Context: an optimization exercise on an open-source flow, tuned for small area and a short achievable clock period. The choices shown serve that exercise and are no tape-out recipe. The RTL was checked by simulation tests, not by an equivalence proof against the original design. Power is estimated from default activity; no workload was simulated.

==> design/flow/design.v <==
package pio_pkg;
  typedef union packed {
    struct packed {
      logic [2:0] op;
      logic [4:0] delay;
      logic [2:0] op1;           
      logic [4:0] op2;           
    } gen;
    struct packed {
      logic [2:0] op;
      logic [4:0] delay;
      logic [2:0] dest;
      logic [1:0] mov_op;        
      logic [2:0] mov_src;
    } mov;
  } instr_t;
endpackage
module pio_sm_top (
  input  logic                   clk,
  input  logic                   rst_n,
  input  logic                   en,                
  input  logic [15:0]            instr,
  input  logic [32-1:0] input_pins,
  input  logic [32-1:0] din,               
  input  logic                   empty,
  input  logic                   full,
  input  logic                   jmp_pin,
  input  logic [4:0]             pend,
  input  logic [4:0]             wrap_target,
  input  logic [4:0]             pins_out_base,
  input  logic [5:0]             pins_out_count,
  input  logic [4:0]             pins_set_base,
  input  logic [2:0]             pins_set_count,
  input  logic [4:0]             pins_in_base,
  input  logic                   out_shift_dir,     
  input  logic                   in_shift_dir,      
  input  logic [4:0]             osr_threshold,
  output logic [5-1:0] pc,
  output logic                   push,
  output logic                   pull,
  output logic [32-1:0] dout,              
  output logic [32-1:0] output_pins,
  output logic [32-1:0] pin_directions
);
  logic [2:0] op, op1;
  logic [4:0] dly, op2;
  logic [1:0] mov_op;
  logic [2:0] mov_src;
  assign {op, dly, op1, op2} = instr;
  assign mov_op  = instr[4:3];
  assign mov_src = instr[2:0];
  logic [31:0] x, y, isr, osr;
  logic [5:0]  osr_cnt;
  logic [4:0]  dcnt;
  logic is_jmp, is_wait, is_in, is_out, is_pp, is_mov, is_set;
  assign is_jmp  = (op == 3'd0);
  assign is_wait = (op == 3'd1);
  assign is_in   = (op == 3'd2);
  assign is_out  = (op == 3'd3);
  assign is_pp   = (op == 3'd4);
  assign is_mov  = (op == 3'd5);
  assign is_set  = (op == 3'd7);
  logic       go, waiting, fire, wpin;
  logic [4:0] wp_idx;
  assign go      = en && (dcnt == 5'd0);
  assign wp_idx  = op2 + (op1[0] ? pins_in_base : 5'd0);
  assign wpin    = input_pins[wp_idx];
  assign waiting = (is_wait && !op1[1] && (wpin != op1[2])) ||
                   (is_pp && op1[0] && (op1[2] ? empty : full));
  assign fire    = go && !waiting;
  logic [31:0] lm, hm;
  logic [4:0]  nneg;
  always_comb begin
    for (int i = 0; i < 32; i++) begin
      lm[i]      = (op2 == 5'd0) || (op2 > 5'(i));
      hm[31-i]   = lm[i];
    end
  end
  assign nneg = 5'd0 - op2;
  logic [4:0]  r1_amt;
  logic [31:0] r1_in, r1;
  logic [31:0] r1_s [6];
  assign r1_amt  = is_out ? (out_shift_dir ? op2 : nneg) : pins_in_base;
  assign r1_in   = is_out ? osr : input_pins;
  assign r1_s[0] = r1_in;
  for (genvar k = 0; k < 5; k++) begin : g_r1
    assign r1_s[k+1] = r1_amt[k] ? {r1_s[k][(1<<k)-1:0], r1_s[k][31:(1<<k)]} : r1_s[k];
  end
  assign r1 = r1_s[5];
  logic [31:0] out_data, osr_sh;
  always_comb begin
    for (int i = 0; i < 32; i++) begin
      out_data[i] = lm[i] && (out_shift_dir ? osr[i] : r1[i]);
      osr_sh[i]   = r1[i] && !(out_shift_dir ? hm[i] : lm[i]);
    end
  end
  logic [2:0]  src_sel;
  logic [31:0] sv, mv, nv;
  assign src_sel = is_mov ? mov_src : op1;
  always_comb begin
    case (src_sel)
      3'd0: sv = r1;
      3'd1:    sv = x;
      3'd2:    sv = y;
      3'd6:  sv = isr;
      3'd7:  sv = osr;
      default:   sv = '0;
    endcase
  end
  always_comb begin
    mv = sv;
    if (is_mov && mov_op == 2'd1) mv = ~sv;
    else if (is_mov && mov_op == 2'd2)
      for (int i = 0; i < 32; i++) mv[i] = sv[31-i];
  end
  always_comb begin
    case (op)
      3'd3:      nv = out_data;
      3'd4: nv = op1[2] ? (empty ? x : din) : 32'd0;
      3'd0,
      3'd7:      nv = {27'd0, op2};
      default:      nv = mv;
    endcase
  end
  logic [4:0]  pbase, r2_amt;
  logic [31:0] r2_in, r2, isr_sh;
  logic [31:0] r2_s [6];
  assign pbase  = is_set ? pins_set_base : pins_out_base;
  assign r2_amt = is_in ? (in_shift_dir ? nneg : op2) : pbase;
  always_comb begin
    for (int i = 0; i < 32; i++)
      r2_in[i] = (is_in && !(in_shift_dir && lm[i])) ? isr[i] : nv[i];
  end
  assign r2_s[0] = r2_in;
  for (genvar k = 0; k < 5; k++) begin : g_r2
    assign r2_s[k+1] = r2_amt[k] ? {r2_s[k][31-(1<<k):0], r2_s[k][31:32-(1<<k)]} : r2_s[k];
  end
  assign r2 = r2_s[5];
  always_comb begin
    for (int i = 0; i < 32; i++)
      isr_sh[i] = (!in_shift_dir && lm[i]) ? nv[i] : r2[i];
  end
  logic [5:0]  pcnt, psum;
  logic [31:0] wmask;
  assign pcnt = is_set ? {3'd0, pins_set_count} : pins_out_count;
  assign psum = {1'b0, pbase} + {1'b0, pcnt[4:0]};
  always_comb begin
    for (int i = 0; i < 32; i++) begin
      if (pcnt[5])      wmask[i] = 1'b1;
      else if (psum[5]) wmask[i] = (5'(i) >= pbase) || (5'(i) < psum[4:0]);
      else              wmask[i] = (5'(i) >= pbase) && (5'(i) < psum[4:0]);
    end
  end
  logic x_nz, y_nz, jmp_take;
  assign x_nz = (x != 32'd0);
  assign y_nz = (y != 32'd0);
  always_comb begin
    case (op1)
      3'd0:    jmp_take = 1'b1;
      3'd1:    jmp_take = !x_nz;
      3'd2:    jmp_take = x_nz;
      3'd3:    jmp_take = !y_nz;
      3'd4:    jmp_take = y_nz;
      3'd5:    jmp_take = (x != y);
      3'd6:    jmp_take = jmp_pin;
      default: jmp_take = (osr_cnt < {1'b0, osr_threshold});
    endcase
  end
  logic wr_dst, wr_x, wr_y, dec_x, dec_y, ld_isr, sh_isr, ld_osr, sh_osr;
  logic wr_pc, wr_pins, wr_dirs;
  assign wr_dst  = fire && (is_out || is_mov || is_set);
  assign wr_x    = wr_dst && (op1 == 3'd1);
  assign wr_y    = wr_dst && (op1 == 3'd2);
  assign wr_pins = wr_dst && (op1 == 3'd0);
  assign wr_dirs = fire && (is_out || is_set) && (op1 == 3'd4);
  assign dec_x   = fire && is_jmp && (op1 == 3'd2) && x_nz;
  assign dec_y   = fire && is_jmp && (op1 == 3'd4) && y_nz;
  assign ld_isr  = fire && (((is_out || is_mov) && op1 == 3'd6) || (is_pp && !op1[2]));
  assign sh_isr  = fire && is_in && (op1 != 3'd4) && (op1 != 3'd5);
  assign ld_osr  = fire && ((is_mov && op1 == 3'd7) || (is_pp && op1[2]));
  assign sh_osr  = fire && is_out;
  assign wr_pc   = fire && ((is_jmp && jmp_take) || ((is_out || is_mov) && op1 == 3'd5));
  assign push = go && is_pp && !op1[2] && !full;
  assign pull = go && is_pp && op1[2] && !empty;
  assign dout = push ? isr : 32'd0;
  logic [5:0] osr_sum, osr_cnt_sh;
  assign osr_sum    = osr_cnt + {1'b0, op2};
  assign osr_cnt_sh = ((op2 == 5'd0) || (osr_sum > 6'd32)) ? 6'd32 : osr_sum;
  always_ff @(posedge clk or negedge rst_n) begin
    if (!rst_n) begin
      x              <= '0;
      y              <= '0;
      isr            <= '0;
      osr            <= '0;
      osr_cnt        <= 6'd32;
      dcnt           <= '0;
      pc             <= '0;
      output_pins    <= '0;
      pin_directions <= '0;
    end else begin
      if (wr_x)       x <= nv;
      else if (dec_x) x <= x - 1'b1;
      if (wr_y)       y <= nv;
      else if (dec_y) y <= y - 1'b1;
      if (ld_isr)      isr <= nv;
      else if (sh_isr) isr <= isr_sh;
      if (ld_osr) begin
        osr     <= nv;
        osr_cnt <= '0;
      end else if (sh_osr) begin
        osr     <= osr_sh;
        osr_cnt <= osr_cnt_sh;
      end
      if (en) begin
        if (dcnt != 5'd0) dcnt <= dcnt - 1'b1;
        else if (fire)    dcnt <= dly;
      end
      if (wr_pc)     pc <= nv[4:0];
      else if (fire) pc <= (pc == pend) ? wrap_target : pc + 1'b1;
      for (int i = 0; i < 32; i++) begin
        if (wr_pins && wmask[i]) output_pins[i]    <= r2[i];
        if (wr_dirs && wmask[i]) pin_directions[i] <= r2[i];
      end
    end
  end
endmodule
==> design/flow/run.sh <==
#!/bin/bash
# synth_recipe.tcl (not shown) runs the flow's synth.tcl, then flattens the netlist and writes it again
# the make line also repeats each setting of config.mk as NAME=value (left out here)
make -C /OpenROAD-flow-scripts/flow DESIGN_CONFIG=/design/flow/config.mk WORK_HOME=/design/flow/orfs CLKGATE_MAP_FILE= SYNTH_SCRIPT=/design/flow/synth_recipe.tcl finish
==> design/flow/config.mk <==
export PLATFORM = sky130hd
export DESIGN_NAME = pio_sm_top
export DESIGN_NICKNAME = pio_sm_top
export VERILOG_FILES = /design/flow/design.v
export SDC_FILE = /design/flow/constraint.sdc
export NUM_CORES = 4
export LEC_CHECK = 0
export CAP_MARGIN = 40
export CORE_MARGIN = 2
export CORE_UTILIZATION = 30
export PLACE_DENSITY = 0.5
export SLEW_MARGIN = 40
==> design/flow/constraint.sdc <==
create_clock -name core_clock -period 11.0 [get_ports {clk}]
set_input_delay 2.2000 -clock core_clock [delete_from_list [all_inputs] [get_ports {clk}]]
set_output_delay 2.2000 -clock core_clock [all_outputs]
set_load 0.01 [all_outputs]
==> results.json, run 1 <==
{
  "core_sq_mm": 0.0818,
  "grt_start_max_net_pins": 64,
  "cp.required_ps": 11540,
  "grt_pass1_vias": 29500,
  "synth_nets": 3466,
  "antenna_found_initial": 18,
  "hold_viol_final": 0,
  "io_pins": 230,
  "yosysMostFrequentCell": "nor2_1",
  "yosys.area.top_type": "dfrtp_1",
  "syn_area_sq_mm": 0.0248,
  "fin_skew_ps": 39.6,
  "worst_slew_pin_slew_ps": 976,
  "pwr_density_cell_mw_per_mm2": 154,
  "cp_max_fo": 21,
  "synthTopCellsByCount": "nor2_1 (320), nand2_1 (315), o21ai_0 (230), a21oi_1 (217), clkbuf_1 (210)",
  "drt.antenna.violating_nets": 0,
  "finalNonFillerCells": 4559,
  "ys_ff_latch": 208,
  "ys_seq_area_share_pct": 21.0,
  "dpl-instance-area_sq_mm": 0.0288,
  "vias": 31700,
  "fin_nets": 3608,
  "ys_types": 99,
  "yosys_most_used_dff": "dfrtp_1",
  "hp-class": "flip-flop to flip-flop",
  "grt_pass1_wl_mm": 255,
  "maxSlewViolCount": 0,
  "p_leak_uw": 0.0116,
  "clock-root-buffer": "clkbuf_16",
  "hold_buffers": 0,
  "clock_latency_ps": 630,
  "h-tree-depth": 1,
  "synthArstFlopShare_pct": 100,
  "crit_slowest_cell": "nand2_1",
  "cts_setup_buffers": 0,
  "firstDrtPassIters": 9,
  "std_cell_rows": 105,
  "end_kind": "flip-flop",
  "tritoncts": "done",
  "max_clock_freq_mhz": 114,
  "crit_path_frequent_cell": "o21ai_0",
  "viasPerCell": 6.95,
  "path_cells": "clkdlybuf4s50_1 > inv_1 > ha_1 > or3_1 > buf_4 > a211oi_2 > nor4_2 > a22oi_1 > nand2_1 > o221a_2 > nand3_1 > o21ai_0 > a21oi_1 > a31oi_1 > o211ai_1 > o21ai_0 > mux2_2",
  "ir_drop_v": 0.000129,
  "maxCapViolations": 0,
  "rsz0062_at_grt": "no",
  "dp_hpwl_mm": 147,
  "drtIter0Drc": 4600,
  "whs_ps": 510,
  "cp-start-kind": "input pin",
  "place_congestion": 1.08,
  "groute.usage.overall_pct": 42.8,
  "drive_above_1_share_pct": 13.2,
  "start_util_pct": 30.3,
  "syn2layout_area_growth_pct": 21.1,
  "relSlewSlack_pct": 34.3,
  "setup_tns_ps": 0,
  "synth_edf_count": 0,
  "min_period_ps": 8740,
  "die_h_microns": 291,
  "status": "no timing/DRC/antenna violations",
  "worstSetupPathType": "input pin to flip-flop",
  "final_area_sq_mm": 0.0300,
  "clk_pin_slew_worst_paths_ps": 60,
  "critPathMaxStageDelay_ps": 800,
  "clock_path_buffers": 3,
  "gr-total-overflow": 0,
  "cts_resized": 0,
  "arrival_ps": 9280,
  "dp.cells": 4485,
  "cts_made_buffers": 30,
  "fp.dieArea_sq_mm": 0.0849,
  "cts_sinks": 208,
  "finalSetupViolations": 0,
  "die_x_microns": 291,
  "ys_warn_count": 3,
  "netlist.area_leader.share_pct": 20.9,
  "finalWirelength_mm": 188,
  "post_drt_wl_per_cell_microns": 41.3,
  "avgSynthCellArea_sq_um": 7.48,
  "drc": 0,
  "numPortBuffers": 229,
  "yosys-top-cells-area": "dfrtp_1 (21%), mux2i_1 (6.3%), nor2_1 (4.9%), nand2_1 (4.8%), o21ai_0 (4.6%)",
  "fin_crit_sh_pct": 79.4,
  "syn-instance-count": 3309
}
## sequential cells by signal, indices dropped and copies added, names as in the netlist
register        count
isr                32
osr                32
output_pins        32
pin_directions     32
x                  32
y                  32
osr_cnt             6
dcnt                5
pc                  5
## final cells by class
class | count | area (sq um)
Clock buffer | 39 | 845
Inverter | 59 | 221
Fill cell | 8659 | 51900
Sequential cell | 208 | 5210
Antenna cell | 16 | 40.0
Clock inverter | 15 | 203
Multi-Input combinational cell | 2764 | 18600
Timing Repair Buffer | 388 | 3550
Tap cell | 1070 | 1340
## where the power goes
group	total [uW]	leakage, uW	switching [uW]	internal [uW]
combinational	2160	0.00838	1450	702
clock	1070	0.000500	440	632
sequential	1400	0.00277	485	916
## worst paths after layout
path | from | endpoint | slack, ps | cells past startpoint
worst max-delay path | instr[1] | pin_directions[25] | 2260 | 17
worst min-delay path | output_pins[21] | output_pins[21] | 510 | 1
worst max register to register | osr[6] | pin_directions[25] | 4880 | 13
worst min register to register | output_pins[21] | output_pins[21] | 510 | 1
max in group asynchronous | rst_n | osr_cnt[3] | 8210 | 3
min in group asynchronous | rst_n | x[7] | 1390 | 1
## metrics by stage
step	setup slack, ps	util [%]	total power, uW
after floorplan	3620	-	2210
after global placement	1840	34.8	3430
after detailed placement	1920	35.2	3420
after CTS	2530	36.5	4500
after global routing	2060	36.6	4710
final	2260	36.6	4630
## placed cells by master, fill, tap and decap left out, types with 109 or more instances in the layout
| cell type | n |
|---|---|
| a21oi_1 | 213 |
| buf_4 | 147 |
| clkdlybuf4s50_1 | 222 |
| dfrtp_1 | 207 |
| mux2i_1 | 153 |
| nand2_1 | 313 |
| nand3_1 | 113 |
| nor2_1 | 312 |
| o211ai_1 | 109 |
| o21ai_0 | 222 |
## logic make-up after synthesis
| family | after synthesis | synth area share, % |
|---|---|---|
| and+or+nand+nor | 1174 | 22.8 |
| DFF | 208 | 21.0 |
| xor gates and xnor gates | 112 | 3.96 |
| adders and majority gates | 39 | 1.97 |
| buffers and inverters | 337 | 5.91 |
| AOI/OAI and AO/OA | 1202 | 33.8 |
| muxes | 237 | 10.5 |
## worst max-delay path: cells and delay by family
| kind | cells | cell delay (ps) |
|---|---|---|
| simple gates | 4 | 2350 |
| mux | 1 | 270 |
| fa+ha+maj | 1 | 470 |
| compound gates | 8 | 3100 |
| buf+inv | 3 | 870 |
## routing by layer
metal | share of wire [%] | GRT usage [%] | wire length, microns | up-vias
met3 | 11 | 12.1 | 21200 | 524
met2 | 41 | 61.8 | 77600 | 2310
li1 | - | - | - | 13100
met4 | 7.2 | 25.9 | 13600 | 12
met1 | 40 | 56.2 | 75900 | 15800
met5 | 0.040 | 0 | 76 | -
==> inputs of run 2 (changes only) <==
--- a/design/flow/design.v
+++ b/design/flow/design.v
@@ -96,29 +96,26 @@
   end
-  logic [2:0]  src_sel;
-  logic [31:0] sv, mv, nv;
-  assign src_sel = is_mov ? mov_src : op1;
-  always_comb begin
-    case (src_sel)
-      3'd0: sv = r1;
-      3'd1:    sv = x;
-      3'd2:    sv = y;
-      3'd6:  sv = isr;
-      3'd7:  sv = osr;
-      default:   sv = '0;
-    endcase
-  end
-  always_comb begin
-    mv = sv;
-    if (is_mov && mov_op == 2'd1) mv = ~sv;
-    else if (is_mov && mov_op == 2'd2)
-      for (int i = 0; i < 32; i++) mv[i] = sv[31-i];
-  end
-  always_comb begin
-    case (op)
-      3'd3:      nv = out_data;
-      3'd4: nv = op1[2] ? (empty ? x : din) : 32'd0;
-      3'd0,
-      3'd7:      nv = {27'd0, op2};
-      default:      nv = mv;
-    endcase
+  logic        src_in, src_mov, rev, inv;
+  logic        s_pins, s_x, s_y, s_isr, s_osr, s_din, s_op2;
+  logic [31:0] nv;
+  assign src_in  = is_in;
+  assign src_mov = is_mov;
+  assign rev     = is_mov && (mov_op == 2'd2);
+  assign inv     = is_mov && (mov_op == 2'd1);
+  assign s_pins  = (src_in && op1 == 3'd0) || (src_mov && mov_src == 3'd0);
+  assign s_x     = (src_in && op1 == 3'd1)    || (src_mov && mov_src == 3'd1) ||
+                   (is_pp && op1[2] && empty);
+  assign s_y     = (src_in && op1 == 3'd2)    || (src_mov && mov_src == 3'd2);
+  assign s_isr   = (src_in && op1 == 3'd6)  || (src_mov && mov_src == 3'd6);
+  assign s_osr   = (src_in && op1 == 3'd7)  || (src_mov && mov_src == 3'd7);
+  assign s_din   = is_pp && op1[2] && !empty;
+  assign s_op2   = is_jmp || is_set;
+  always_comb begin
+    for (int i = 0; i < 32; i++) begin
+      nv[i] = inv ^ (
+        (!rev && ((s_pins && r1[i])    || (s_x && x[i])    || (s_y && y[i]) ||
+                  (s_isr && isr[i])    || (s_osr && osr[i]))) ||
+        (rev  && ((s_pins && r1[31-i]) || (s_x && x[31-i]) || (s_y && y[31-i]) ||
+                  (s_isr && isr[31-i]) || (s_osr && osr[31-i]))) ||
+        (is_out && out_data[i]) || (s_din && din[i]) || (s_op2 && i < 5 && op2[i % 5]));
+    end
   end
@@ -153,2 +150,13 @@
   end
+  logic [31:0] x_dec, y_dec, x_low0, y_low0;
+  always_comb begin
+    x_low0[0] = 1'b1;
+    y_low0[0] = 1'b1;
+    for (int i = 1; i < 32; i++) begin
+      x_low0[i] = x_low0[i-1] && !x[i-1];
+      y_low0[i] = y_low0[i-1] && !y[i-1];
+    end
+  end
+  assign x_dec = x ^ x_low0;
+  assign y_dec = y ^ y_low0;
   logic x_nz, y_nz, jmp_take;
@@ -201,5 +209,5 @@
       if (wr_x)       x <= nv;
-      else if (dec_x) x <= x - 1'b1;
+      else if (dec_x) x <= x_dec;
       if (wr_y)       y <= nv;
-      else if (dec_y) y <= y - 1'b1;
+      else if (dec_y) y <= y_dec;
       if (ld_isr)      isr <= nv;
--- a/design/flow/config.mk
+++ b/design/flow/config.mk
@@ -7,6 +7,9 @@
 export LEC_CHECK = 0
-export CAP_MARGIN = 40
+export ABC_AREA = 1
+export CAP_MARGIN = 20
 export CORE_MARGIN = 2
-export CORE_UTILIZATION = 30
-export PLACE_DENSITY = 0.5
-export SLEW_MARGIN = 40
+export CORE_UTILIZATION = 45
+export CTS_BUF_LIST = sky130_fd_sc_hd__clkbuf_4 sky130_fd_sc_hd__clkbuf_8
+export PLACE_DENSITY = 0.62
+export SETUP_SLACK_MARGIN = 4.5
+export SLEW_MARGIN = 20
==> run 2 against run 1 <==
Sequential share of layout area increased by 0.31 points. Clock skew shrank 11 ps. Global-route usage rose by 6.9 points. Total power shrank 11%. Worst setup slack improved by 2200 ps. Critical path depth grew 2. Clock power shrank 11%. Critical path type unchanged. Combinational power is 4% lower.
==> results.json, run 2 <==
{
  "clk_pin_slew_worst_paths_ps": 60,
  "ys_seq_area_share_pct": 21.8,
  "io_pins": 230,
  "pwr_density_cell_mw_per_mm2": 141,
  "r2r_cells": 35,
  "fp.dieArea_sq_mm": 0.0548,
  "start_util_pct": 45.5,
  "status": "no timing/DRC/antenna violations",
  "yosys-top-cells-area": "nand3_1 (22%), dfrtp_1 (22%), nand2_1 (14%), inv_1 (7.0%), nor2_1 (5.4%)",
  "tritoncts": "done",
  "path_cells": "clkdlybuf4s50_1 > buf_6 > clkinvlp_4 > ha_1 > a32oi_2 > buf_4 > o21ai_0 > a211oi_2 > nand3_1 > nand2_1 > nand3_2 > nand3_1 > nand3_1 > nand3_1 > nand3_2 > nand3_1 > nand3_2 > nand2_2 > a21oi_1",
  "yosys_most_used_dff": "dfrtp_1",
  "antenna_found_initial": 7,
  "crit_slowest_cell": "a211oi_2",
  "drc": 0,
  "ys_types": 51,
  "vias": 32500,
  "grt_pass1_wl_mm": 196,
  "cts_made_buffers": 42,
  "gr-total-overflow": 0,
  "p_leak_uw": 0.0148,
  "synth_edf_count": 0,
  "syn2layout_area_growth_pct": 23.5,
  "netlist.area_leader.share_pct": 21.9,
  "yosysMostFrequentCell": "nand3_1",
  "drive_above_1_share_pct": 11.7,
  "clock-root-buffer": "clkbuf_8",
  "drtIter0Drc": 6192,
  "finalSetupViolations": 0,
  "hp-class": "flip-flop to flip-flop",
  "numPortBuffers": 229,
  "power_uw": 4140,
  "synth_nets": 4239,
  "cp_max_fo": 32,
  "yosys.area.top_type": "nand3_1",
  "groute.usage.overall_pct": 49.7,
  "cp.required_ps": 11500,
  "min_path_cells": 2,
  "hold_viol_final": 0,
  "die_h_microns": 234,
  "critPathMaxStageDelay_ps": 640,
  "ir_drop_v": 0.000142,
  "std_cell_rows": 84,
  "avgSynthCellArea_sq_um": 5.93,
  "h-tree-depth": 2,
  "fin_crit_sh_pct": 59.6,
  "maxSlewViolCount": 0,
  "ys_warn_count": 3,
  "min_period_ps": 6560,
  "arrival_ps": 7060,
  "die_x_microns": 234,
  "worst_slew_pin_slew_ps": 1360,
  "setup_tns_ps": 0,
  "cts_sinks": 208,
  "layout_common_cells": "nand3_1 (949), nand2_1 (843), inv_1 (432), nor2_1 (335), dfrtp_1 (207)",
  "drt.antenna.violating_nets": 0,
  "viasPerCell": 6.60,
  "post_drt_wl_per_cell_microns": 28.8,
  "crit_path_frequent_cell": "nand3_1",
  "core_sq_mm": 0.0524,
  "worstSetupPathType": "input pin to flip-flop",
  "final_common_cell": "nand3_1",
  "max_clock_freq_mhz": 152,
  "dp_hpwl_mm": 107,
  "firstDrtPassIters": 12,
  "ys_ff_latch": 208,
  "rsz0062_at_grt": "yes",
  "hold_buffers": 0,
  "fin_nets": 4411,
  "synthArstFlopShare_pct": 100,
  "relSlewSlack_pct": 9.13,
  "place_congestion": 1.13,
  "finalWirelength_mm": 142,
  "fin_skew_ps": 28.7,
  "syn_area_sq_mm": 0.0238,
  "synthTopCellsByCount": "nand3_1 (1043), nand2_1 (903), inv_1 (442), nor2_1 (346), a21oi_1 (211)",
  "grt_start_max_net_pins": 104,
  "clock_latency_ps": 640,
  "clock_path_buffers": 3,
  "maxCapViolations": 0,
  "grt_pass1_vias": 28500,
  "syn-instance-count": 4023,
  "end_kind": "flip-flop",
  "cp-start-kind": "input pin"
}
-- run 2: report_power, final --
group          internal [uW]  leakage [uW]  switching (uW)
Sequential               934       0.00243             191
Combinational            638        0.0119            1430
Clock                    541      0.000500             406
Total                   2110        0.0148            2030
-- run 2: cell type report --
type                            instances  area, sq um
Multi-Input combinational cell       3136        17200
Fill cell                            5458        23000
Sequential cell                       208         5210
Inverter                              453         1770
Clock inverter                         10          134
Antenna cell                            3         7.51
Timing Repair inverter                  5         41.3
Timing Repair Buffer                  349         3430
Tap cell                              688          861
Clock buffer                           64          812
-- run 2: worst max-delay path: cells and delay by family --
kind / cells / cell delay [ps]
and+or+nand+nor: 10 / 1880
buffers and inverters: 4 / 1310
AOI/OAI and AO/OA: 4 / 1300
adders and majority gates: 1 / 330
-- run 2: what timing repair did --
action,in CTS,in global routing
endpoints found under the setup margin,231,190
resized for setup,140,228
gates cloned,4,11
endpoints found under the hold margin,0,0
pin swaps,10,25
buffers inserted,22,24
-- run 2: layer usage --
layer | part of all wire [%] | global-route usage (%) | up-vias
li1 | - | - | 14100
met1 | 38 | 65.3 | 14900
met2 | 38 | 67.2 | 2807
met3 | 15 | 18.0 | 663
met4 | 9.0 | 33.6 | 6
met5 | 0.033 | 0 | -
-- run 2: worst paths after layout --
path,startpoint,slack [ps],endpoint
worst max-delay path,instr[0],4440,pin_directions[28]
worst min-delay path,isr[21],500,isr[21]
worst max register to register,x[0],4670,x[31]
worst min register to register,isr[21],500,isr[21]
max in group asynchronous,rst_n,7930,pin_directions[2]
min in group asynchronous,rst_n,1610,dcnt[0]
-- run 2: cells by family (layout without fill, tap and decap cells) --
family                     after synthesis  in the layout  synth area share [%]
muxes                                    2              2                0.0945
and+or+nand+nor                       2413           2415                  44.8
other                                    0              3                     0
AOI/OAI and AO/OA                      585            586                  15.6
DFF                                    208            208                  21.8
buffers and inverters                  682            881                  11.3
xor gates and xnor gates                44             44                  1.62
adders and majority gates               89             89                  4.77
-- run 2: through the flow --
| stage | worst slack, ps | cells | instance area (sq um) | utilization, % | hold slack [ps] |
|---|---|---|---|---|---|
| after floorplan | 5000 | 4023 | 23800 | - | 449 |
| after detailed placement | 2040 | 4777 | 26600 | 50.7 | 476 |
| after global placement | 1920 | 4777 | 26600 | 50.7 | 471 |
| final | 4440 | 4916 | 29400 | 56.2 | 503 |
| after CTS | 4510 | 4877 | 28100 | 53.5 | 497 |
| after global routing | 4410 | 4915 | 29400 | 56.1 | 516 |
==> inputs of run 3 (changes only) <==
--- a/design/flow/design.v
+++ b/design/flow/design.v
@@ -111,11 +111,12 @@
   assign s_op2   = is_jmp || is_set;
-  always_comb begin
-    for (int i = 0; i < 32; i++) begin
-      nv[i] = inv ^ (
-        (!rev && ((s_pins && r1[i])    || (s_x && x[i])    || (s_y && y[i]) ||
-                  (s_isr && isr[i])    || (s_osr && osr[i]))) ||
-        (rev  && ((s_pins && r1[31-i]) || (s_x && x[31-i]) || (s_y && y[31-i]) ||
-                  (s_isr && isr[31-i]) || (s_osr && osr[31-i]))) ||
-        (is_out && out_data[i]) || (s_din && din[i]) || (s_op2 && i < 5 && op2[i % 5]));
-    end
+  logic [31:0] sv, mv;
+  always_comb begin
+    for (int i = 0; i < 32; i++)
+      sv[i] = (s_pins && r1[i]) || (s_x && x[i]) || (s_y && y[i]) || (s_isr && isr[i]) ||
+              (s_osr && osr[i]);
+    for (int i = 0; i < 32; i++)
+      mv[i] = rev ? sv[31-i] : sv[i];
+    for (int i = 0; i < 32; i++)
+      nv[i] = inv ^ (mv[i] || (is_out && out_data[i]) || (s_din && din[i]) ||
+                     (s_op2 && i < 5 && op2[i % 5]));
   end
==> design/flow/flow/run.sh (new file) <==
#!/bin/bash
set -euo pipefail
bash standard.sh 'BUFFER_PORTS_ARGS=-buffer_cell sky130_fd_sc_hd__buf_2' finish > flow_make.log 2>&1
==> design/flow/standard.sh (new file) <==
#!/bin/bash
# synth_recipe.tcl (not shown) runs the flow's synth.tcl, then flattens the netlist and writes it again
# the make line also repeats each setting of config.mk as NAME=value (left out here)
make -C /OpenROAD-flow-scripts/flow DESIGN_CONFIG=/design/flow/config.mk WORK_HOME=/design/flow/orfs CLKGATE_MAP_FILE= SYNTH_SCRIPT=/design/flow/synth_recipe.tcl "${@:-finish}"
--- a/design/flow/config.mk
+++ b/design/flow/config.mk
@@ -13,3 +13,3 @@
 export PLACE_DENSITY = 0.62
-export SETUP_SLACK_MARGIN = 4.5
+export SETUP_SLACK_MARGIN = 5
 export SLEW_MARGIN = 20
removed: design/flow/run.sh
==> run 3 against run 2 <==
Cell area down 10%. Clock skew up 15 ps. Highest routed layer unchanged. Combinational power is 12% lower. Routed wire length is 11% lower. Sequential power is 4% lower. Still clean on timing, DRC and antenna. First-iteration DRC count is 17% lower. Critical endpoint is now pin_directions[1]. Hold slack worse by 14 ps. Global-route usage fell by 2.0 points. Area after synthesis is 6.0% lower. Maximum frequency rose by 8.3%.
==> results.json, run 3 <==
{
  "status": "no timing/DRC/antenna violations",
  "p_int_uw": 1890,
  "ys_warn_count": 3,
  "yosys_most_used_dff": "dfrtp_1",
  "drive_above_1_share_pct": 16.4,
  "clk_pin_slew_worst_paths_ps": 60,
  "min_path_cells": 2,
  "start_util_pct": 45.7,
  "whs_ps": 488,
  "maxSlewViolCount": 0,
  "ir_drop_v": 0.000113,
  "yosys.area.top_type": "dfrtp_1",
  "fin_skew_ps": 43.6,
  "clock-root-buffer": "clkbuf_8",
  "gr-total-overflow": 0,
  "tritoncts": "done",
  "finalSetupViolations": 0,
  "worstSetupPathType": "input pin to flip-flop",
  "synth_nets": 3922,
  "grtUsageMet2_pct": 64.0,
  "fp.dieArea_sq_mm": 0.0516,
  "synthArstFlopShare_pct": 100,
  "grt_pass1_wl_mm": 178,
  "r2r_slack_ps": 5080,
  "r2r_cells": 34,
  "arrival_ps": 6600,
  "syn-instance-count": 3706,
  "cp-start-kind": "input pin",
  "use_met3_pct": 17.1,
  "netlist.area_leader.share_pct": 23.1,
  "groute.usage.overall_pct": 47.7,
  "hold_buffers": 0,
  "fin_nets": 4109,
  "viasPerCell": 6.35,
  "layout_common_cells": "nand3_1 (807), nand2_1 (775), inv_1 (458), nor2_1 (261), buf_2 (226)",
  "relSlewSlack_pct": 16.7,
  "swShare_pct": 49.7,
  "hp-class": "flip-flop to flip-flop",
  "maxCapViolations": 0,
  "core_sq_mm": 0.0491,
  "synth_edf_count": 0,
  "cp.required_ps": 11540,
  "r2r-start": "y[0]",
  "startpoint": "instr[0]",
  "die_h_microns": 227,
  "post_drt_wl_per_cell_microns": 27.4,
  "critPathMaxStageDelay_ps": 440,
  "pre_cts_slack_ps": 3130,
  "final_common_cell": "nand3_1",
  "dp_hpwl_mm": 96.9,
  "grt_use_met1_pct": 65.4,
  "synthTopCellsByCount": "nand3_1 (827), nand2_1 (799), inv_1 (472), nor2_1 (272), dfrtp_1 (207)",
  "p_sw_uw": 1870,
  "grt_start_max_net_pins": 89,
  "fin_crit_sh_pct": 55.1,
  "numPortBuffers": 229,
  "crit_path_end": "pin_directions[1]",
  "hold_viol_final": 0,
  "rsz0062_at_grt": "yes",
  "power_uw": 3760,
  "firstDrtPassIters": 9,
  "end_kind": "flip-flop",
  "r2r-end": "y[31]",
  "ys_types": 54,
  "comb_power_share_pct": 48.4,
  "min_period_ps": 6060,
  "crit_path_frequent_cell": "nand3_1",
  "finalWirelength_mm": 126,
  "crit_slowest_cell": "buf_4",
  "fin_util_pct": 53.8,
  "drt.antenna.violating_nets": 0,
  "vias": 29100,
  "drtIter0Drc": 5165,
  "ys_ff_latch": 208,
  "yosys-top-cells-area": "dfrtp_1 (23%), nand3_1 (18%), nand2_1 (13%), inv_1 (7.9%), ha_1 (4.8%)",
  "clock_path_buffers": 3,
  "max_clock_freq_mhz": 165,
  "syn_area_sq_mm": 0.0224,
  "io_pins": 230,
  "cp_max_fo": 30,
  "antenna_found_initial": 3,
  "fin_ws_ps": 4940,
  "std_cell_rows": 81,
  "grt.busiest_layer": "met1",
  "yosysMostFrequentCell": "nand3_1",
  "clock_latency_ps": 650,
  "cts_sinks": 208,
  "p_leak_uw": 0.0134,
  "grt_pass1_vias": 26100,
  "ys_seq_area_share_pct": 23.2,
  "pwr_density_cell_mw_per_mm2": 142,
  "worst_slew_pin_slew_ps": 1240,
  "cts_made_buffers": 42,
  "path_cells": "clkbuf_4 > ha_1 > nand2_1 > inv_1 > a22oi_2 > buf_4 > inv_1 > nand2_1 > o21ai_0 > a211oi_2 > buf_4 > nand3_1 > nand2_1 > nand2_1 > nand2_1 > nand3_1 > nand3_1 > nand3_1 > nand3_1 > nand3_1 > nand3_1 > nand2_2 > o21ai_1",
  "syn2layout_area_growth_pct": 17.8,
  "h-tree-depth": 2,
  "place_congestion": 1.14,
  "sequentialPowerShare_pct": 28.6,
  "die_x_microns": 227,
  "pwr-share-clk_pct": 22.9,
  "setup_tns_ps": 0,
  "avgSynthCellArea_sq_um": 6.05,
  "drc": 0
}
==> run 3: changes by cell type in the layout (fill, tap and decap cells not counted), sizes merged, moves of 13 or more <==
cell	delta
dlygate4sd2	-33
nand4	+13
a211oi	+27
nor2	-74
nand3	-217
or2	+16
nand2	-107
buf	+217
clkdlybuf4s50	-193
o21ai	+72
a21oi	-21
inv	+27
==> run 3: cell type report <==
| type | instances | area [sq um] |
|---|---|---|
| tap | 664 | 831 |
| sequential | 208 | 5210 |
| timing repair buffer | 335 | 2040 |
| fill | 5242 | 22600 |
| timing repair inverter | 4 | 27.5 |
| clock inverter | 12 | 78.8 |
| clock buffer | 61 | 764 |
| multi-input combinational | 2820 | 15600 |
| antenna | 4 | 10.0 |
| inverter | 482 | 1850 |
==> run 3: how the worst min path moves through the flow <==
stage                       start                  to  slack [ps]
2_1_floorplan             isr[16]             isr[16]         450
3_3_place_gp              isr[30]             isr[30]         470
3_5_place_dp              isr[30]             isr[30]         470
4_1_cts                   isr[30]             isr[30]         490
5_1_grt        pin_directions[30]  pin_directions[30]         510
6_report       pin_directions[30]  pin_directions[30]         490
==> run 3: layer usage <==
layer  vias to the layer above  wire (microns)
met3                       415           18600
li1                      13000               -
met5                         -              27
met1                     13500           50400
met4                         4            8840
met2                      2187           47900
==> run 3: logic make-up (layout without fill, tap and decap cells) <==
kind of cell | Yosys count | in the layout | share of synthesized area, %
AO/OA/AOI/OAI | 651 | 651 | 18.0
XOR/XNOR | 39 | 39 | 1.52
adder cells (fa/ha/maj) | 93 | 93 | 5.25
buffers and inverters | 678 | 894 | 11.7
flip-flops | 208 | 208 | 23.2
multiplexers | 4 | 4 | 0.201
other | 0 | 4 | 0
AND/OR/NAND/NOR | 2033 | 2033 | 40.1
==> run 3: power groups by stage <==
stage	clock network (uW)	logic [uW]	registers [uW]
floorplan	0	984	1040
global placement	0	1640	1080
detailed placement	0	1630	1080
CTS	861	1680	1070
global route	890	1930	1090
finish	862	1820	1080
==> run 3: through the flow <==
| step | std cells | instance area [sq um] |
|---|---|---|
| 6_report | 4590 | 26400 |
| 3_3_place_gp | 4462 | 24100 |
| 3_5_place_dp | 4462 | 24100 |
| 5_1_grt | 4587 | 26400 |
| 2_1_floorplan | 3706 | 22400 |
| 4_1_cts | 4565 | 25700 |
==> run 3: timing repair <==
action / 4_1_cts / 5_1_grt
pin swaps: 10 / 8
setup endpoints to repair: 185 / 202
gates resized for setup: 120 / 109
buffers inserted: 26 / 20
cloned: 4 / 0
==> run 3: worst max-delay path, delay by kind of cell <==
kind | cells | cell delay (ps)
buffers and inverters | 5 | 1100
AO/OA/AOI/OAI | 4 | 760
AND/OR/NAND/NOR | 13 | 2220
adder cells (fa/ha/maj) | 1 | 290
==> inputs of run 4 (changes only) <==
--- a/design/flow/design.v
+++ b/design/flow/design.v
@@ -117,5 +117,5 @@
     for (int i = 0; i < 32; i++)
-      mv[i] = rev ? sv[31-i] : sv[i];
-    for (int i = 0; i < 32; i++)
-      nv[i] = inv ^ (mv[i] || (is_out && out_data[i]) || (s_din && din[i]) ||
+      mv[i] = rev ? sv[31-i] : (inv ^ sv[i]);
+    for (int i = 0; i < 32; i++)
+      nv[i] = (mv[i] || (is_out && out_data[i]) || (s_din && din[i]) ||
                      (s_op2 && i < 5 && op2[i % 5]));
==> run 4 against run 3 <==
Total power rose by 3.4%. Sequential share of layout area rose by 0.41 points. Area after synthesis fell by 0.28%. Clock power rose by 19%. Core utilization fell by 0.97 points. Maximum frequency rose by 1.2%. Sequential power barely moved. Routed wire length rose by 0.75%. Hold slack got worse by 11 ps. Combinational power fell by 2%. Critical path depth fell by 2. Flip-flop and latch count did not move. Largest cell class unchanged.
==> results.json, run 4 <==
{
  "post_synth_fa_ha_maj_area_fraction_pct": 5.13,
  "r2r_cells": 32,
  "grt_start_max_net_pins": 77,
  "synth_edf_count": 0,
  "grt_pass1_wl_mm": 181,
  "cp_max_fo": 31,
  "worst_slew_pin_slew_ps": 1270,
  "r2r-start": "y[0]",
  "drt.antenna.violating_nets": 0,
  "drive_above_1_share_pct": 13.7,
  "cts_made_buffers": 44,
  "synth_top_family_by_area": "simple AND/OR/NAND/NOR gates",
  "start_util_pct": 45.7,
  "yosys_most_used_dff": "dfrtp_1",
  "maxCapViolations": 0,
  "groute.usage.overall_pct": 48.7,
  "arrival_ps": 6510,
  "post_drt_wl_per_cell_microns": 27.6,
  "synthMuxAreaShare_pct": 0.151,
  "finalSetupViolations": 0,
  "vias": 29600,
  "fin_crit_sh_pct": 54.4,
  "final_area_sq_mm": 0.0259,
  "fin_nets": 4093,
  "clock_latency_ps": 680,
  "cp-start-kind": "input pin",
  "ys_seq_area_share_pct": 23.3,
  "h-tree-depth": 2,
  "dpl-instance-area_sq_mm": 0.0239,
  "ys_types": 56,
  "ir_drop_v": 0.0000871,
  "layout_common_cells": "nand2_1 (946), nand3_1 (797), inv_1 (413), nor2_1 (268), buf_2 (226)",
  "final_common_cell": "nand2_1",
  "syn-instance-count": 3730,
  "maxSlewViolCount": 0,
  "drtIter0Drc": 5206,
  "synth-xor-area-share_pct": 1.72,
  "r2r-end": "y[30]",
  "drc": 0,
  "synthTopCellsByCount": "nand2_1 (953), nand3_1 (803), inv_1 (421), nor2_1 (277), o21ai_0 (218)",
  "netlist.area_leader.share_pct": 23.2,
  "die_h_microns": 227,
  "dp_hpwl_mm": 95.6,
  "die_x_microns": 227,
  "ys_ff_latch": 208,
  "hp-class": "flip-flop to flip-flop",
  "place_congestion": 1.16,
  "cp.required_ps": 11530,
  "yosys-top-cells-area": "dfrtp_1 (23%), nand3_1 (18%), nand2_1 (16%), inv_1 (7.1%), o21ai_0 (4.9%)",
  "tritoncts": "done",
  "fin_skew_ps": 59.7,
  "hold_buffers": 0,
  "p_leak_uw": 0.0135,
  "grt_pass1_vias": 26500,
  "min_period_ps": 5980,
  "synth_compound_area_share_pct": 16.4,
  "synthSimpleGateAreaFrac_pct": 42.2,
  "synth_nets": 3946,
  "r2r_slack_ps": 5080,
  "clock-root-buffer": "clkbuf_8",
  "rsz0062_at_grt": "yes",
  "regArea_sq_mm": 0.00521,
  "setup_tns_ps": 0,
  "relSlewSlack_pct": 14.5,
  "clock_path_buffers": 3,
  "synthArstFlopShare_pct": 100,
  "core_sq_mm": 0.0490,
  "io_pins": 230,
  "worstSetupPathType": "input pin to flip-flop",
  "multiInputGateArea_sq_mm": 0.0153,
  "fp.dieArea_sq_mm": 0.0515,
  "yosysMostFrequentCell": "nand2_1",
  "min_path_cells": 2,
  "syn2layout_area_growth_pct": 15.8,
  "status": "no timing/DRC/antenna violations",
  "yosys.area.top_type": "dfrtp_1",
  "syn_area_sq_mm": 0.0224,
  "pwr_density_cell_mw_per_mm2": 150,
  "avgSynthCellArea_sq_um": 5.99,
  "antenna_found_initial": 16,
  "clk_pin_slew_worst_paths_ps": 60,
  "firstDrtPassIters": 9,
  "ys_warn_count": 3,
  "max_clock_freq_mhz": 167,
  "fillCellCount": 5116,
  "holdCritStartpoint": "isr[25]",
  "hold_viol_final": 0,
  "finalWirelength_mm": 127,
  "gr-total-overflow": 0,
  "end_kind": "flip-flop",
  "holdPathEnd": "isr[25]",
  "viasPerCell": 6.46,
  "std_cell_rows": 81,
  "numPortBuffers": 229,
  "cts_sinks": 208
}
==> run 4: changes by cell type after synthesis, sizes merged, moves of 10 or more <==
cell	delta
or2	-19
a22oi	+10
inv	-53
a21oi	-61
nand2	+154
a211oi	-63
o21ai	+44
nor3b	+27
buf	+12
nand3	-24
nand4	-26
nor3	+15
==> run 4: what timing repair did <==
item	4_1_cts	5_1_grt
pin swaps	4	6
resized for setup	94	74
gates cloned	5	2
endpoints found under the setup margin	200	203
setup buffers	7	14
==> run 4: layout make-up <==
type / count / share of cell area, %
Timing Repair inverter: 6 / 0.164
Antenna cell: 10 / 0.0967
Multi-Input combinational cell: 2892 / 59.2
Clock inverter: 13 / 0.740
Clock buffer: 68 / 3.35
Inverter: 429 / 6.36
Timing Repair Buffer: 296 / 6.78
Tap cell: 664 / 3.21
Sequential cell: 208 / 20.1
==> run 4: logic make-up (layout without fill, tap and decap cells) <==
family / count (synthesis) / after routing
flip-flops: 208 / 208
AND/OR/NAND/NOR: 2159 / 2160
adder cells (fa/ha/maj): 90 / 90
other: 0 / 10
buffers and inverters: 631 / 812
multiplexers: 3 / 3
AO/OA/AOI/OAI: 595 / 595
XOR/XNOR: 44 / 44
==> run 4: layer usage <==
layer	vias up	part of all wire, %	track usage [%]
met1	13800	38	62.8
met4	12	8.5	34.1
met2	2288	39	67.0
met5	-	0.061	0
met3	573	14	17.6
li1	13000	-	-
==> run 4: per-stage QoR <==
stage / util [%] / power, uW / instances / setup slack, ps / hold WS [ps]
after floorplan: - / 2010 / 3730 / 5010 / 449
after global placement: 48.8 / 2670 / 4466 / 3200 / 463
after detailed placement: 48.8 / 2670 / 4466 / 3180 / 465
after CTS: 51.8 / 3720 / 4559 / 5000 / 481
after global routing: 52.8 / 4020 / 4578 / 4910 / 495
final: 52.9 / 3890 / 4586 / 5020 / 478
==> run 4: worst max-delay path by stage <==
| stage | from | end | slack [ps] | depth (start not counted) |
|---|---|---|---|---|
| floorplan | x[0] | x[31] | 5010 | 34 |
| global placement | instr[5] | osr[23] | 3200 | 19 |
| detailed placement | instr[5] | osr[23] | 3180 | 19 |
| CTS | instr[13] | dout[17] | 5000 | 8 |
| global route | instr[15] | output_pins[18] | 4910 | 24 |
| finish | instr[1] | pin_directions[13] | 5020 | 21 |
==> run 4: worst max-delay path, cell delays in order <==
cell	delay, ps
clkbuf_4	200
ha_1	260
nand2_1	120
inv_1	90
a22oi_2	180
buf_4	400
inv_1	110
nand2_1	120
o21ai_0	240
a211oi_1	810
nand2_1	170
a21oi_1	220
nand3_1	130
nand3_1	110
nand3_1	150
nand3_1	240
nand3_1	130
nand3_1	150
nand2_1	270
nand2_1	130
nand2_1	60
==> run 4: power by group <==
part / switching, uW / leakage [uW] / internal (uW) / total [uW]
clock network: 430 / 0.000556 / 602 / 1030
logic: 1290 / 0.0104 / 487 / 1780
registers: 156 / 0.00249 / 923 / 1080
total: 1870 / 0.0135 / 2010 / 3890
==> inputs of run 5 (changes only) <==
--- a/design/flow/config.mk
+++ b/design/flow/config.mk
@@ -11,3 +11,5 @@
 export CORE_UTILIZATION = 45
-export CTS_BUF_LIST = sky130_fd_sc_hd__clkbuf_4 sky130_fd_sc_hd__clkbuf_8
+export CTS_BUF_LIST = sky130_fd_sc_hd__clkbuf_8
+export CTS_CLUSTER_DIAMETER = 80
+export CTS_CLUSTER_SIZE = 10
 export PLACE_DENSITY = 0.62
==> run 5 against run 4 <==
Still clean on timing, DRC and antenna. Flip-flop and latch count did not move. Critical path depth shrank 13. Hold slack improved by 4.6 ps. Routed wire length is 0.74% lower. Cell count shrank 0.74%. Core utilization shrank 1.0 points. Non-clock buffer count up 3. Combinational power barely moved. Critical path type is now input pin to output port.
==> results.json, run 5 <==
{
  "pwr_density_cell_mw_per_mm2": 137,
  "die_h_microns": 227,
  "io_pins": 230,
  "vias": 29300,
  "ys_seq_area_share_pct": 23.3,
  "dp_hpwl_mm": 95.6,
  "fillCellCount": 5178,
  "drtIter0Drc": 5083,
  "synth_edf_count": 0,
  "synth_top_family_by_area": "simple AND/OR/NAND/NOR gates",
  "max_clock_freq_mhz": 168,
  "h-tree-depth": 1,
  "ys_types": 56,
  "cp_top_family": "simple AND/OR/NAND/NOR gates",
  "cp-start-kind": "input pin",
  "yosysMostFrequentCell": "nand2_1",
  "cp_max_fo": 32,
  "syn2layout_area_growth_pct": 13.6,
  "synth_nets": 3946,
  "tritoncts": "done",
  "maxSlewViolCount": 0,
  "hold_buffers": 0,
  "multiInputGateArea_sq_mm": 0.0154,
  "cts_sinks": 208,
  "viasPerCell": 6.43,
  "core_sq_mm": 0.0490,
  "synth-xor-area-share_pct": 1.72,
  "synthArstFlopShare_pct": 100,
  "avgSynthCellArea_sq_um": 5.99,
  "cp.required_ps": 8800,
  "maxCapViolations": 0,
  "post_synth_fa_ha_maj_area_fraction_pct": 5.13,
  "crit_path_frequent_cell": "buf_2",
  "drc": 0,
  "worst_slew_pin_slew_ps": 1220,
  "hp-class": "flip-flop to flip-flop",
  "syn-instance-count": 3730,
  "firstDrtPassIters": 10,
  "clock-root-buffer": "clkbuf_8",
  "yosys.area.top_type": "dfrtp_1",
  "synthTopCellsByCount": "nand2_1 (953), nand3_1 (803), inv_1 (421), nor2_1 (277), o21ai_0 (218)",
  "synthSimpleGateAreaFrac_pct": 42.2,
  "final_area_sq_mm": 0.0254,
  "status": "no timing/DRC/antenna violations",
  "std_cell_rows": 81,
  "synthMuxAreaShare_pct": 0.151,
  "whs_ps": 482,
  "cp.buffers_inverters": 4,
  "p_leak_uw": 0.0132,
  "antenna_found_initial": 16,
  "gr-total-overflow": 0,
  "path_cells": "buf_2 > nor2_2 > nand2_1 > nor4_2 > inv_1 > buf_6 > nor2_1 > buf_2",
  "ys_ff_latch": 208,
  "place_congestion": 1.16,
  "numPortBuffers": 229,
  "fin_crit_sh_pct": 54.2,
  "fin_skew_ps": 26.5,
  "syn_area_sq_mm": 0.0224,
  "relSlewSlack_pct": 18.2,
  "fin_util_pct": 51.9,
  "hold_viol_final": 0,
  "grt_start_max_net_pins": 77,
  "grt_pass1_vias": 26300,
  "clock_latency_ps": 650,
  "yosys-top-cells-area": "dfrtp_1 (23%), nand3_1 (18%), nand2_1 (16%), inv_1 (7.1%), o21ai_0 (4.9%)",
  "netlist.area_leader.share_pct": 23.2,
  "min_period_ps": 5960,
  "fin_nets": 4079,
  "worstSetupPathType": "input pin to output port",
  "die_x_microns": 227,
  "ys_warn_count": 3,
  "end_kind": "output port",
  "grt_pass1_wl_mm": 179,
  "dpl-instance-area_sq_mm": 0.0239,
  "arrival_ps": 3760,
  "finalSetupViolations": 0,
  "regArea_sq_mm": 0.00521,
  "rsz0062_at_grt": "yes",
  "drive_above_1_share_pct": 13.0,
  "yosys_most_used_dff": "dfrtp_1",
  "setup_tns_ps": 0,
  "post_drt_wl_per_cell_microns": 27.6,
  "crit_slowest_cell": "nor4_2",
  "finalWirelength_mm": 126,
  "clock_path_buffers": 3,
  "synth_compound_area_share_pct": 16.4,
  "start_util_pct": 45.7,
  "drt.antenna.violating_nets": 0,
  "fp.dieArea_sq_mm": 0.0515,
  "groute.usage.overall_pct": 48.2,
  "ir_drop_v": 0.0000799,
  "clk_pin_slew_worst_paths_ps": 70,
  "final_common_cell": "nand2_1",
  "layout_common_cells": "nand2_1 (943), nand3_1 (795), inv_1 (419), nor2_1 (266), buf_2 (226)",
  "critPathMaxStageDelay_ps": 270,
  "cts_made_buffers": 28
}
-- run 5: cell types whose count changed in the layout (fill, tap and decap cells not counted), moves of 4 or more --
| cell | delta |
|---|---|
| buf_4 | +4 |
| bufinv_16 | -4 |
| clkbuf_4 | -11 |
| clkbuf_8 | -26 |
| inv_1 | +6 |
-- run 5: through the flow --
step           instances  total power, uW  setup slack, ps
4_1_cts             4524             3310             5000
6_report            4552             3470             5040
3_3_place_gp        4466             2670             3200
3_5_place_dp        4466             2670             3180
5_1_grt             4543             3600             4950
2_1_floorplan       3730             2010             5010
-- run 5: per-layer routing --
layer / vias up / wire (microns) / GRT usage, %
met2: 2187 / 49900 / 67.2
met3: 512 / 16900 / 15.1
met5: - / 86 / 0
li1: 12900 / - / -
met1: 13600 / 48300 / 63.1
met4: 12 / 10500 / 32.8
-- run 5: final cells by class --
| class | count | share of cell area (%) |
|---|---|---|
| Timing Repair Buffer | 299 | 7.01 |
| Tap cell | 664 | 3.27 |
| Timing Repair inverter | 4 | 0.108 |
| Inverter | 429 | 6.48 |
| Antenna cell | 10 | 0.0986 |
| Clock buffer | 31 | 1.68 |
| Multi-Input combinational cell | 2893 | 60.5 |
| Clock inverter | 14 | 0.310 |
| Sequential cell | 208 | 20.5 |
-- run 5: path summary, 6_finish.rpt --
check	from	to	slack [ps]	cells after the start
worst max-delay path	instr[13]	dout[23]	5040	8
worst min-delay path	isr[8]	isr[8]	480	2
worst max register to register	y[0]	y[30]	5080	32
worst min register to register	isr[8]	isr[8]	480	2
max in group asynchronous	rst_n	output_pins[20]	8090	2
min in group asynchronous	rst_n	dcnt[1]	1520	1
-- run 5: timing repair --
action / in CTS / in global routing
buffers inserted: 8 / 17
cloned: 5 / 1
pin swaps: 4 / 6
resized for setup: 95 / 87
setup endpoints to repair: 200 / 145
-- run 5: kinds of logic after synthesis --
group                    after synthesis
adder cells (fa/ha/maj)               90
flip-flops                           208
AO/OA/AOI/OAI                        595
XOR/XNOR                              44
AND/OR/NAND/NOR                     2159
multiplexers                           3
buffers and inverters                631
-- run 5: where the power goes --
part	switching [uW]	internal [uW]	leakage, uW
logic	1280	489	0.0104
registers	154	921	0.00249
clock network	361	260	0.000280
total	1800	1670	0.0132
-- run 5: worst min-delay path, stage by stage, from the launching register on --
cell	delay, ps
dfrtp_1	350
nand2_1	50
nand2_1	50
==> inputs of run 6 (changes only) <==
--- a/design/flow/config.mk
+++ b/design/flow/config.mk
@@ -10,3 +10,3 @@
 export CORE_MARGIN = 2
-export CORE_UTILIZATION = 45
+export CORE_UTILIZATION = 55
 export CTS_BUF_LIST = sky130_fd_sc_hd__clkbuf_8
@@ -14,3 +14,3 @@
 export CTS_CLUSTER_SIZE = 10
-export PLACE_DENSITY = 0.62
+export PLACE_DENSITY = 0.7
 export SETUP_SLACK_MARGIN = 5
==> run 6 against run 5 <==
Still clean on timing, DRC and antenna. Via count increased by 5.8%. Maximum frequency is 2.8% lower. Cell area is essentially flat. Critical path type is now input pin to flip-flop.
==> results.json, run 6 <==
{
  "status": "no timing/DRC/antenna violations",
  "comb_power_share_pct": 52.6,
  "clock_latency_ps": 660,
  "whs_ps": 481,
  "worst_slew_pin_slew_ps": 1170,
  "syn-instance-count": 3730,
  "fp.dieArea_sq_mm": 0.0423,
  "cp_max_fo": 31,
  "io_pins": 230,
  "ys_seq_area_share_pct": 23.3,
  "tritoncts": "done",
  "worstSetupPathType": "input pin to flip-flop",
  "arrival_ps": 6680,
  "syn_area_sq_mm": 0.0224,
  "viasPerCell": 7.00,
  "drtIter0Drc": 6353,
  "numPortBuffers": 229,
  "p_int_uw": 1650,
  "start_util_pct": 56.0,
  "hold_buffers": 0,
  "yosys_most_used_dff": "dfrtp_1",
  "synth_edf_count": 0,
  "yosysMostFrequentCell": "nand2_1",
  "syn2layout_area_growth_pct": 13.5,
  "cp-start-kind": "input pin",
  "relSlewSlack_pct": 21.0,
  "sequentialPowerShare_pct": 30.5,
  "cp.required_ps": 11540,
  "synth-xor-area-share_pct": 1.72,
  "crit_slowest_cell": "nor3b_2",
  "groute.usage.overall_pct": 58.4,
  "min_period_ps": 6140,
  "hold_viol_final": 0,
  "setup_tns_ps": 0,
  "min_path_cells": 2,
  "clock-root-buffer": "clkbuf_8",
  "std_cell_rows": 73,
  "place_congestion": 1.21,
  "p_leak_uw": 0.0132,
  "drc": 0,
  "finalWirelength_mm": 126,
  "ys_ff_latch": 208,
  "grt_pass1_vias": 27900,
  "fin_crit_sh_pct": 55.8,
  "fillCellCount": 3771,
  "grt_start_max_net_pins": 88,
  "critPathMaxStageDelay_ps": 840,
  "avgSynthCellArea_sq_um": 5.99,
  "ys_warn_count": 3,
  "path_cells": "clkbuf_4 > ha_1 > nand2_1 > inv_1 > a22oi_2 > buf_4 > o22ai_1 > nor3b_2 > nand2_1 > a21oi_1 > nand3_1 > nand3_1 > nand3_1 > nand3_1 > nand3_1 > nand3_1 > nand3_1 > nand2_1 > nand2_1",
  "r2r_cells": 33,
  "die_x_microns": 206,
  "grt_pass1_wl_mm": 180,
  "layout_common_cells": "nand2_1 (942), nand3_1 (797), inv_1 (408), nor2_1 (266), buf_2 (225)",
  "regArea_sq_mm": 0.00521,
  "synth_top_family_by_area": "simple AND/OR/NAND/NOR gates",
  "dp.cells": 4325,
  "cts_made_buffers": 27,
  "max_clock_freq_mhz": 163,
  "fin_nets": 4085,
  "synthArstFlopShare_pct": 100,
  "yosys.area.top_type": "dfrtp_1",
  "hp-class": "flip-flop to flip-flop",
  "gr-total-overflow": 0,
  "final_common_cell": "nand2_1",
  "core_sq_mm": 0.0399,
  "synthTopCellsByCount": "nand2_1 (953), nand3_1 (803), inv_1 (421), nor2_1 (277), o21ai_0 (218)",
  "crit_path_frequent_cell": "nand3_1",
  "end_kind": "flip-flop",
  "r2r-end": "y[31]",
  "r2r-start": "y[0]",
  "finalSetupViolations": 0,
  "r2r_slack_ps": 5070,
  "post_synth_fa_ha_maj_area_fraction_pct": 5.13,
  "holdCritStartpoint": "isr[8]",
  "drt.antenna.violating_nets": 0,
  "antenna_found_initial": 22,
  "synth_compound_area_share_pct": 16.4,
  "dp_hpwl_mm": 91.8,
  "clk_pin_slew_worst_paths_ps": 80,
  "cp.buffers_inverters": 3,
  "synthMuxAreaShare_pct": 0.151,
  "swShare_pct": 52.6,
  "cts_sinks": 208,
  "multiInputGateArea_sq_mm": 0.0154,
  "p_sw_uw": 1840,
  "vias": 30900,
  "h-tree-depth": 1,
  "ir_drop_v": 0.0000914,
  "holdPathEnd": "isr[8]",
  "netlist.area_leader.share_pct": 23.2,
  "drive_above_1_share_pct": 13.3,
  "synth_nets": 3946,
  "post_drt_wl_per_cell_microns": 28.4,
  "die_h_microns": 206,
  "maxCapViolations": 0,
  "fin_ws_ps": 4860,
  "synthSimpleGateAreaFrac_pct": 42.2,
  "finalNonFillerCells": 4418,
  "maxSlewViolCount": 0,
  "pwr_density_cell_mw_per_mm2": 138,
  "rsz0062_at_grt": "yes",
  "fin_util_pct": 63.5,
  "clock_path_buffers": 3,
  "cp_top_family": "simple AND/OR/NAND/NOR gates",
  "fin_skew_ps": 31.7,
  "pre_cts_slack_ps": 3290,
  "firstDrtPassIters": 14,
  "yosys-top-cells-area": "dfrtp_1 (23%), nand3_1 (18%), nand2_1 (16%), inv_1 (7.1%), o21ai_0 (4.9%)",
  "ys_types": 56,
  "pwr-share-clk_pct": 16.9
}
-- run 6: cell counts after synthesis --
No cell type changed its count.
-- run 6: cell type report --
type / count / area share, %
antenna: 17 / 0.168
clock buffer: 28 / 1.52
clock inverter: 8 / 0.202
inverter: 429 / 6.53
multi-input combinational: 2891 / 60.9
sequential: 208 / 20.5
tap: 525 / 2.59
timing repair buffer: 307 / 7.42
timing repair inverter: 5 / 0.148
-- run 6: logic make-up (layout without fill, tap and decap cells) --
group           after synthesis  after routing
simple gates               2159           2159
buf+inv                     631            777
compound gates              595            595
flops                       208            208
fa+ha+maj                    90             90
xor+xnor                     44             44
mux                           3              3
other cells                   0             17
-- run 6: tightest hold or removal path: cells and delay by family (launching register included) --
kind             cells  cell delay [ps]
DFF                  1              350
and+or+nand+nor      2              100
-- run 6: worst max path at each step --
stage | startpoint | to | slack (ps) | cells after the start
6_report | instr[1] | isr[11] | 4860 | 19
5_1_grt | y[0] | y[31] | 4960 | 33
4_1_cts | instr[13] | dout[23] | 4940 | 10
3_5_place_dp | instr[5] | osr[18] | 3290 | 17
3_3_place_gp | instr[5] | osr[3] | 3420 | 19
2_1_floorplan | x[0] | x[31] | 5010 | 34
-- run 6: repair_timing --
item / 4_1_cts / 5_1_grt
hold endpoints to repair: 0 / 0
resized for setup: 99 / 91
gates cloned: 5 / 0
setup buffers: 14 / 15
endpoints found under the setup margin: 229 / 229
pin swaps: 3 / 4
-- run 6: power by group through the flow --
| stage | clock network, uW | registers, uW | logic, uW |
|---|---|---|---|
| 2_1_floorplan | 0 | 1030 | 984 |
| 3_3_place_gp | 0 | 1060 | 1550 |
| 3_5_place_dp | 0 | 1070 | 1580 |
| 4_1_cts | 571 | 1050 | 1610 |
| 5_1_grt | 598 | 1070 | 1900 |
| 6_report | 591 | 1060 | 1840 |
-- run 6: metrics by stage --
step | area, sq um | power [uW]
detailed placement | 23700 | 2640
finish | 25400 | 3490
CTS | 24600 | 3230
global route | 25300 | 3570
floorplan | 22400 | 2010
global placement | 23700 | 2610
-- run 6: per-layer routing --
layer | vias up | GRT usage, % | routed length, microns
met4 | 22 | 44.6 | 13000
li1 | 12900 | - | -
met1 | 13900 | 66.9 | 41600
met5 | - | 9.88 | 632
met3 | 951 | 34.3 | 23000
met2 | 3118 | 77.6 | 47400

[port drivers added, routing unchanged]
The flow's constraints put no driver on any port. The routed layouts listed below were extracted and timed again, unchanged, in two steps. Step 1: set_driving_cell puts a clkbuf_16 on clk and a buf_2 on each other input, an assumption about the parent block. Step 2 also shifts input and output timing later by t, the mid clock arrival at the registers, as if the neighbouring blocks saw the same clock. Slacks: ideal ports / drivers / drivers and shift; pairs: ideal ports / drivers.
| run | t, ns | slack for setup (ns) | hold WS [ns] | worst setup path after step 2 | worst register clock-pin slew, ns |
|---|---|---|---|---|---|
| run 1 | 0.688 | 2.264 / 2.316 / 1.628 | 0.510 / 0.510 / 0.510 | input to register | 0.07 / 0.07 |
| run 2 | 0.690 | 4.440 / 4.476 / 3.786 | 0.503 / 0.503 / 0.503 | input to register | 0.07 / 0.07 |
| run 3 | 0.691 | 4.944 / 4.986 / 4.296 | 0.488 / 0.488 / 0.488 | input to register | 0.07 / 0.07 |
| run 4 | 0.711 | 5.015 / 5.056 / 4.346 | 0.478 / 0.478 / 0.478 | input to register | 0.08 / 0.08 |
| run 5 | 0.706 | 5.035 / 5.016 / 4.418 | 0.482 / 0.482 / 0.482 | input to register | 0.09 / 0.09 |
| run 6 | 0.697 | 4.862 / 4.897 / 4.200 | 0.481 / 0.481 / 0.481 | input to register | 0.10 / 0.10 |
After both steps setup and hold are still met in every run listed. The setup slack of run 4, which loses most, moves by +0.041 ns with the drivers and by -0.669 ns with both steps.
